Source: an optimization exercise on an open RTL-to-GDS flow (aim: small area, a short achievable clock period and few clock cycles per item). Production flows keep margins and buffers that such runs may drop.
Only simulation tests tie the RTL to the original design; equivalence was not proved.
Power figures rest on the tool's default switching activity, not on a simulated workload.

==> 04-11 <==
## vertex_fetch_index_cache
module vertex_fetch_index_cache (
  input  logic         clk_i,
  input  logic         rst_ni,
  input  logic         psel,
  input  logic         penable,
  input  logic         pwrite,
  input  logic [3:0]   paddr,
  input  logic [31:0]  pwdata,
  output logic [31:0]  prdata,
  output logic         pready,
  input  logic         s_axis_tvalid,
  output logic         s_axis_tready,
  input  logic [159:0] s_axis_tdata,
  input  logic         s_axis_tuser,
  input  logic         s_axis_tlast,
  output logic         m_axis_tvalid,
  input  logic         m_axis_tready,
  output logic [87:0]  m_axis_tdata,
  output logic         m_axis_tuser,
  output logic         m_axis_tlast
);
Settings: LEC_CHECK=0, CAP_MARGIN=20, CORE_MARGIN=2, CORE_UTILIZATION=40, SETUP_SLACK_MARGIN=5, SLEW_MARGIN=20; clock period 9.5 ns.
run.sh (not shown) runs the stock make flow with config.mk's settings and CLKGATE_MAP_FILE= SYNTH_SCRIPT=/design/flow/synth_recipe.tcl, a recipe that flattens the netlist after the stock synthesis.
==> 11-14 (differences from 04-11) <==
--- a/flow/design.v
+++ b/flow/design.v
@@ -27,39 +27,39 @@
     end
   end
 endmodule
 module vfic_addr_unit (
   input  logic [8:0]  neg_i,
   input  logic [8:0]  one_i,
   input  logic [8:0]  two_i,
   input  logic [31:0] index_i,
-  output logic [63:0] sum_o,
-  output logic [63:0] carry_o
+  output logic [47:0] sum_o,
+  output logic [47:0] carry_o
 );
-  logic [63:0] r [9];
+  logic [47:0] r [9];
   logic [32:0] low [9];
   always_comb begin
     for (int i = 0; i < 9; i++) begin
       low[i] = (one_i[i] ? {1'b0, index_i} : 33'd0) | (two_i[i] ? {index_i, 1'b0} : 33'd0);
       low[i] = neg_i[i] ? ~low[i] : low[i];
     end
-    r[0] = {(neg_i[0] ? 31'h7ffeaaab : 31'h7ffeaaac), low[0]};
+    r[0] = {(neg_i[0] ? 15'h2aab : 15'h2aac), low[0]};
     for (int i = 1; i < 9; i++) begin
-      r[i] = 64'({~neg_i[i], low[i], 1'b0, neg_i[i-1]}) << (2 * i - 2);
+      r[i] = 48'(64'({~neg_i[i], low[i], 1'b0, neg_i[i-1]}) << (2 * i - 2));
     end
   end
-  function automatic logic [127:0] csa(input logic [63:0] a, input logic [63:0] b,
-                                       input logic [63:0] c);
-    logic [63:0] s, cy;
+  function automatic logic [95:0] csa(input logic [47:0] a, input logic [47:0] b,
+                                      input logic [47:0] c);
+    logic [47:0] s, cy;
     s  = a ^ b ^ c;
     cy = (a & b) | (a & c) | (b & c);
-    csa = {cy[62:0], 1'b0, s};
+    csa = {cy[46:0], 1'b0, s};
   endfunction
-  logic [63:0] s1a, c1a, s1b, c1b, s1c, c1c, s2a, c2a, s2b, c2b, s3, c3;
+  logic [47:0] s1a, c1a, s1b, c1b, s1c, c1c, s2a, c2a, s2b, c2b, s3, c3;
   assign {c1a, s1a} = csa(r[0], r[1], r[2]);
   assign {c1b, s1b} = csa(r[3], r[4], r[5]);
   assign {c1c, s1c} = csa(r[6], r[7], r[8]);
   assign {c2a, s2a} = csa(s1a, c1a, s1b);
   assign {c2b, s2b} = csa(c1b, s1c, c1c);
   assign {c3, s3}   = csa(s2a, c2a, s2b);
   assign {carry_o, sum_o} = csa(s3, c3, c2b);
 endmodule
@@ -125,102 +125,107 @@
   logic          o_v;
   logic          a_v, a_cmd, a_last;
   logic [89:0]   a_pl;        
   logic [31:0]   ctr_q;
   logic [1:0]    q_cnt, q_cnt_d;
   logic          b_vtx, b_load, b_take;
   logic          a_v_d, a_cmd_d;
   logic          p1_v, p1_f, p1_v_d, p1_f_d;
-  logic          rdy_q, rdy_o_q, rdy_d, s_pop;
+  logic          p2_v, p2_f, p2_v_d, p2_f_d;
+  logic          rdy_q, rdy_d, a_free, s_pop;
   logic          in_acc;
   assign adv = !o_v || m_axis_tready;
   assign b_vtx  = a_v && !a_cmd && (q_cnt != 2'd2);
-  assign b_load = a_v && a_cmd && (q_cnt == 2'd0) && !(p1_v && p1_f);
+  assign b_load = a_v && a_cmd && (q_cnt == 2'd0) && !(p1_v && p1_f) && !(p2_v && p2_f);
   assign b_take = b_vtx || b_load;
-  assign s_axis_tready = rdy_o_q;
+  assign a_free = !a_v || b_take;
+  assign s_axis_tready = rdy_q;
   assign rdy_d = !a_v_d ||
-                 (a_cmd_d ? (q_cnt_d == 2'd0 && !(p1_v_d && p1_f_d)) : (q_cnt_d != 2'd2));
-  assign in_acc = s_axis_tvalid && rdy_q;
-  assign a_v_d   = rdy_q ? s_axis_tvalid : a_v;
-  assign a_cmd_d = rdy_q ? s_axis_tuser : a_cmd;
+                 (a_cmd_d ? (q_cnt_d == 2'd0 && !(p1_v_d && p1_f_d) && !(p2_v_d && p2_f_d)) :
+                            (q_cnt_d != 2'd2));
+  assign in_acc = s_axis_tvalid && a_free;
+  assign a_v_d   = a_free ? s_axis_tvalid : a_v;
+  assign a_cmd_d = a_free ? s_axis_tuser : a_cmd;
   always_ff @(posedge clk_i or negedge rst_ni) begin
     if (!rst_ni) begin
       a_v   <= 1'b0;
       ctr_q <= 32'd0;
-      rdy_q   <= 1'b1;
-      rdy_o_q <= 1'b1;
+      rdy_q <= 1'b1;
     end else begin
-      a_v     <= a_v_d;
-      rdy_q   <= rdy_d;
-      rdy_o_q <= !(a_v_d && (a_cmd_d ? (q_cnt_d != 2'd0 || (p1_v_d && p1_f_d)) :
-                                       (q_cnt_d == 2'd2)));
+      a_v   <= a_v_d;
+      rdy_q <= rdy_d;
       if (in_acc && s_axis_tuser == vfic_pkg::CmdVertex) begin
         ctr_q <= s_axis_tlast ? 32'd0 : ctr_q + 32'd1;
       end
     end
   end
   logic [32:0] in_lo;
   logic [15:0] in_str;
   assign in_lo  = {1'b0, s_axis_tdata[67:36]} + {1'b0, s_axis_tdata[147:116]};
   assign in_str = (s_axis_tdata[115:100] != 16'd0) ? s_axis_tdata[115:100] :
                   {11'd0, s_axis_tdata[152:148]};
   always_ff @(posedge clk_i) begin
-    if (rdy_q) begin
+    if (a_free) begin
       a_cmd        <= s_axis_tuser;
       a_last       <= s_axis_tlast;
       a_pl[89:32]  <= {s_axis_tdata[35:32], s_axis_tdata[152:148], in_str,
                        s_axis_tdata[99:68], in_lo[32]};
       a_pl[31:0]   <= (s_axis_tuser == vfic_pkg::CmdLoad) ? in_lo[31:0] :
                       draw_mode_q ? ctr_q : s_axis_tdata[31:0];
     end
   end
   logic [31:0]   tag_q [NB];
-  logic [SW-1:0] fill_q, pos_q, fill_inc;
-  logic [NB-1:0] match, vld_q;
+  logic [SW-1:0] fill_q, pos_q, fill_e;
+  logic [NB-1:0] match, vld_e;
+  logic          pm_q;
   logic          b_hit, b_bend;
   logic [SW-1:0] b_enc;
   logic [31:0]   b_idx;
   assign b_idx = a_pl[31:0];
   always_comb begin
     for (int i = 0; i < NB; i++) begin
-      match[i] = (tag_q[i] == b_idx) && vld_q[i];
+      match[i] = (tag_q[i] == b_idx) && vld_e[i];
     end
   end
   always_comb begin
     b_enc = '0;
     for (int i = 0; i < NB; i++) begin
       b_enc = b_enc | (match[i] ? SW'(i) : SW'(0));
     end
   end
   assign b_hit  = |match;
   assign b_bend = (pos_q >= SW'(NB - 1)) || a_last;
+  assign fill_e = fill_q + SW'(pm_q);
+  always_comb begin
+    for (int i = 0; i < NB; i++) vld_e[i] = (SW'(i) < fill_q) || (pm_q && fill_q == SW'(i));
+  end
+  logic [NB-1:0] fill_dec, tag_we;
+  always_comb begin
+    for (int i = 0; i < NB; i++) fill_dec[i] = (fill_q == SW'(i));
+  end
+  assign tag_we = pm_q ? {fill_dec[NB-2:0], 1'b0} : fill_dec;
   always_ff @(posedge clk_i) begin
     for (int i = 0; i < NB; i++) begin
-      if (fill_q == SW'(i)) tag_q[i] <= b_idx;
+      if (tag_we[i]) tag_q[i] <= b_idx;
     end
   end
-  assign fill_inc = fill_q + SW'(1);
   always_ff @(posedge clk_i or negedge rst_ni) begin
     if (!rst_ni) begin
       fill_q <= '0;
       pos_q  <= '0;
-      vld_q  <= '0;
-    end else if (b_vtx) begin
-      if (b_bend) begin
-        fill_q <= '0;
-        pos_q  <= '0;
-        vld_q  <= '0;
-      end else begin
-        pos_q  <= pos_q + SW'(1);
-        if (!b_hit) begin
-          fill_q <= fill_inc;
-          vld_q  <= {vld_q[NB-2:0], 1'b1};
-        end
-      end
+      pm_q   <= 1'b0;
+    end else if (b_vtx && b_bend) begin
+      fill_q <= '0;
+      pos_q  <= '0;
+      pm_q   <= 1'b0;
+    end else begin
+      fill_q <= fill_e;
+      pm_q   <= b_vtx && !b_hit;
+      if (b_vtx) pos_q <= pos_q + SW'(1);
     end
   end
   logic [63:0] d_bo   [NA];
   logic [15:0] d_str  [NA];
   logic [4:0]  d_size [NA];
   logic [3:0]  ld_attr;
   logic [63:0] ld_bo;
   logic [15:0] ld_str;
@@ -256,17 +261,17 @@
     end else if (q0_shift) begin
       q_idx[0] <= q_idx[1];
     end
     if (q1_new) begin
       q_idx[1] <= b_idx;
     end
     if (b_vtx) begin
       q_enc[q_wp]  <= b_enc;
-      q_fill[q_wp] <= fill_q;
+      q_fill[q_wp] <= fill_e;
       q_hit[q_wp]  <= b_hit;
       q_bend[q_wp] <= b_bend;
     end
   end
   always_ff @(posedge clk_i or negedge rst_ni) begin
     if (!rst_ni) begin
       q_cnt <= 2'd0;
       q_wp  <= 1'b0;
@@ -294,18 +299,18 @@
   assign rem_nx  = rem_q & ~oh_q;
   assign s_any   = !h_hit && (rem_q != '0);
   assign s_issue = adv && (q_cnt != 2'd0);
   assign s_pop   = s_issue && !s_any;
   always_comb begin
     s_j   = '0;
     s_str = '0;
     for (int j = 0; j < NA; j++) begin
-      s_j   = s_j | ((oh_q[j] && s_any) ? 4'(j) : 4'd0);
-      s_str = s_str | ((oh_q[j] && s_any) ? d_str[j] : 16'd0);
+      s_j   = s_j | (oh_q[j] ? 4'(j) : 4'd0);
+      s_str = s_str | (oh_q[j] ? d_str[j] : 16'd0);
     end
   end
   vfic_booth_enc u_enc (
     .stride_i(s_str),
     .neg_o   (s_neg),
     .one_o   (s_one),
     .two_o   (s_two)
   );
@@ -320,115 +325,109 @@
       rem_q <= rem_nx;
       oh_q  <= lowest(rem_nx);
     end
   end
   logic          p1_hit, p1_bend;
   logic [3:0]    p1_j;
   logic [SW-1:0] p1_slot;
   logic [8:0]    p1_neg, p1_one, p1_two;
-  logic [63:0]   p1_sum, p1_carry;
+  logic [47:0]   p1_sum, p1_carry;
   assign p1_v_d = adv ? (q_cnt != 2'd0) : p1_v;
   assign p1_f_d = adv ? s_any : p1_f;
   always_ff @(posedge clk_i or negedge rst_ni) begin
     if (!rst_ni) begin
       p1_v <= 1'b0;
     end else begin
       p1_v <= p1_v_d;
     end
   end
   always_ff @(posedge clk_i) begin
     p1_f <= p1_f_d;
     if (adv) begin
       p1_j    <= s_j;
       p1_slot <= h_slot;
-      p1_hit  <= h_hit && !s_any;
-      p1_bend <= h_bend && !s_any;
+      p1_hit  <= h_hit;
+      p1_bend <= h_bend;
       p1_neg  <= s_neg;
       p1_one  <= s_one;
       p1_two  <= s_two;
     end
   end
   vfic_addr_unit u_mul (
     .neg_i  (p1_neg),
     .one_i  (p1_one),
     .two_i  (p1_two),
     .index_i(q_idx[0]),
     .sum_o  (p1_sum),
     .carry_o(p1_carry)
   );
-  logic          p2_v, p2_f, p2_hit, p2_bend;
+  logic          p2_hit, p2_bend;
   logic [3:0]    p2_j;
   logic [SW-1:0] p2_slot;
-  logic [4:0]    p2_size;
-  logic [63:0]   p2_sum, p2_carry, p2_bo, p2_s, p2_c;
-  logic [32:0]   p2_lo;
+  logic [47:0]   p2_sum, p2_carry, p2_prod;
+  assign p2_v_d = adv ? p1_v : p2_v;
+  assign p2_f_d = adv ? p1_f : p2_f;
   always_ff @(posedge clk_i or negedge rst_ni) begin
     if (!rst_ni) begin
       p2_v <= 1'b0;
-    end else if (adv) begin
-      p2_v <= p1_v;
+    end else begin
+      p2_v <= p2_v_d;
     end
   end
   always_ff @(posedge clk_i) begin
+    p2_f <= p2_f_d;
     if (adv) begin
-      p2_f     <= p1_f;
       p2_j     <= p1_j;
       p2_slot  <= p1_slot;
       p2_hit   <= p1_hit;
       p2_bend  <= p1_bend;
       p2_sum   <= p1_sum;
       p2_carry <= p1_carry;
-      p2_bo    <= p1_f ? d_bo[p1_j] : 64'd0;
-      p2_size  <= p1_f ? d_size[p1_j] : 5'd0;
     end
   end
-  assign p2_s  = p2_bo ^ p2_sum ^ p2_carry;
-  assign p2_c  = {((p2_bo[62:0] & p2_sum[62:0]) | (p2_bo[62:0] & p2_carry[62:0]) |
-                   (p2_sum[62:0] & p2_carry[62:0])), 1'b0};
-  assign p2_lo = {1'b0, p2_s[31:0]} + {1'b0, p2_c[31:0]};
-  logic          p3_v, p3_f, p3_hit, p3_bend, p3_cy;
+  assign p2_prod = p2_sum + p2_carry;
+  logic          p3_v, p3_f, p3_hit, p3_bend;
   logic [3:0]    p3_j;
   logic [SW-1:0] p3_slot;
   logic [4:0]    p3_size;
-  logic [31:0]   p3_lo, p3_s, p3_c, p3_hi;
+  logic [47:0]   p3_prod;
+  logic [63:0]   p3_bo, p3_addr;
   always_ff @(posedge clk_i or negedge rst_ni) begin
     if (!rst_ni) begin
       p3_v <= 1'b0;
     end else if (adv) begin
       p3_v <= p2_v;
     end
   end
   always_ff @(posedge clk_i) begin
     if (adv) begin
       p3_f    <= p2_f;
-      p3_j    <= p2_j;
+      p3_j    <= p2_f ? p2_j : 4'd0;
       p3_slot <= p2_slot;
       p3_hit  <= p2_hit;
-      p3_bend <= p2_bend;
-      p3_size <= p2_size;
-      p3_lo   <= p2_lo[31:0];
-      p3_cy   <= p2_lo[32];
-      p3_s    <= p2_s[63:32];
-      p3_c    <= p2_c[63:32];
+      p3_bend <= p2_bend && !p2_f;
+      p3_prod <= p2_f ? p2_prod : 48'd0;
+      p3_bo   <= p2_f ? d_bo[p2_j] : 64'd0;
+      p3_size <= p2_f ? d_size[p2_j] : 5'd0;
     end
   end
-  assign p3_hi = p3_s + p3_c + {31'd0, p3_cy};
+  assign p3_addr = p3_bo + {16'd0, p3_prod};
   logic [87:0] od_q;
   logic        ou_q, ol_q;
   always_ff @(posedge clk_i or negedge rst_ni) begin
     if (!rst_ni) begin
       o_v <= 1'b0;
     end else if (adv) begin
       o_v <= p3_v;
     end
   end
   always_ff @(posedge clk_i) begin
     if (adv) begin
-      od_q <= {6'd0, p3_bend, p3_size, p3_hi, p3_lo, p3_j, p3_hit, p3_slot};
+      od_q <= {6'd0, p3_bend, p3_size, p3_addr, p3_j, p3_hit, p3_slot};
       ou_q <= p3_f;
       ol_q <= !p3_f;
     end
   end
   assign m_axis_tvalid = o_v;
   assign m_axis_tdata  = od_q;
   assign m_axis_tuser  = ou_q;
   assign m_axis_tlast  = ol_q;
==> flow/flow/run.sh (new file) <==
#!/bin/bash
# The standard layout (the standard.sh, standard synthesis unchanged), with
# two layout knobs: repair_timing aims for a larger setup margin, and the port
# buffers are plain buffers instead of the delay cells buffer_ports picks.
# Constraints (clock period, I/O delays, loads) are the standard flow's, untouched.
set -euo pipefail
bash standard.sh \
  SETUP_SLACK_MARGIN=${MARGIN:-5.8} \
  "BUFFER_PORTS_ARGS=-buffer_cell sky130_fd_sc_hd__buf_2" \
  finish > make_finish.log 2>&1
==> flow/standard.sh (new file) <==
#!/bin/bash
# synth_recipe.tcl (not shown) runs the flow's synth.tcl, then flattens the netlist and writes it again
# the make line also repeats each setting of config.mk as NAME=value (left out here)
make -C /OpenROAD-flow-scripts/flow DESIGN_CONFIG=/design/flow/config.mk WORK_HOME=/design/flow/orfs CLKGATE_MAP_FILE= SYNTH_SCRIPT=/design/flow/synth_recipe.tcl "${@:-finish}"
==> flow/config.mk (replaced) <==
export PLATFORM = sky130hd
export DESIGN_NAME = vertex_fetch_index_cache
export DESIGN_NICKNAME = vertex_fetch_index_cache
export VERILOG_FILES = /design/flow/design.v
export SDC_FILE = /design/flow/constraint.sdc
export NUM_CORES = 4
export LEC_CHECK = 0
export CAP_MARGIN = 20
export CORE_MARGIN = 2
export CORE_UTILIZATION = 40
export SLEW_MARGIN = 20
removed: flow/run.sh
==> notes <==
Between 04-11 and 11-14, the lower cell area is in 11-14 (gap about 0.55%, measured against 11-14).
Clock skew: 11-14 is higher than 04-11 (0.0048 ns).
Between 11-14 and 04-11, the lower combinational power is in 04-11 (gap about 23%, measured against 04-11).
Between 11-14 and 04-11, the lower synthesized cell count is in 04-11 (gap about 3%, measured against 04-11).
In 11-14 the critical path depth is lower than in 04-11, by 6.
Between 04-11 and 11-14, the lower total power is in 04-11 (gap 8.9%, measured against 11-14).
Against 04-11, the die area of 11-14 is lower by about 1.2%.
11-14 finished with timing, DRC and antenna clean. 04-11 ran to the end with no violations.
==> figures <==
                                                                            11-14                    04-11
Status                                                    complete, no violations  complete, no violations
Startpoint of the lowest-slack register-to-register path                fill_q[2]                 a_pl[13]
Leakage power                                                             69.7 nW                  69.7 nW
Asr flop ratio synth                                                        2.65%                    4.10%
CTS buffer count                                                              425                      432
Post-synth cell types                                                          86                       85
Initial antenna violation count                                                55                       43
Routability-driven placement congestion ratio                               0.937                    0.819
Worst hold slack                                                         0.350 ns                 0.414 ns
Fin crit period                                                           3.74 ns                  4.45 ns
Fill cell total of the finished layout                                      38900                    38900
Worst slew slack as a fraction of its limit                                 15.6%                    17.3%
Fraction of the cycle the final worst path needs                            39.3%                    46.8%
Count of sequential standard cells                                           4144                     4268
Diode count                                                                    19                       18
Testbench counts of 04-11, summed over its fixed seeds: cycles 64,506, vertices 22,812.
Testbench counts of 11-14, summed over its fixed seeds: cycles 64,530, vertices 22,812.

[separate check: timing with driven ports]
No port has a modelled driver above. Below, the same layouts with a new extraction and two added sets of constraints. Step 1: set_driving_cell puts a clkbuf_16 on clk_i and a buf_2 on each other input, an assumption about the parent block. Step 2 adds t to the input delays and takes it off the output delays; t is the mean of the earliest and latest rising clock arrival at the registers after step 1. Input paths then give back, and output paths get back, about the clock's delay inside the block. Slacks: no drivers / after step 1 / after step 2; pairs: no drivers / after step 1.
run | t (ns) | slack for setup (ns) | hold WS [ns]
04-11 | 1.116 | 5.055 / 5.055 / 4.146 | 0.414 / 0.414 / 0.414
11-14 | 1.081 | 5.764 / 5.705 / 4.810 | 0.350 / 0.350 / 0.350
After both steps setup and hold are still met in every run listed. The setup slack of 11-14, which loses most, moves by -0.059 ns with the drivers and by -0.954 ns with both steps.
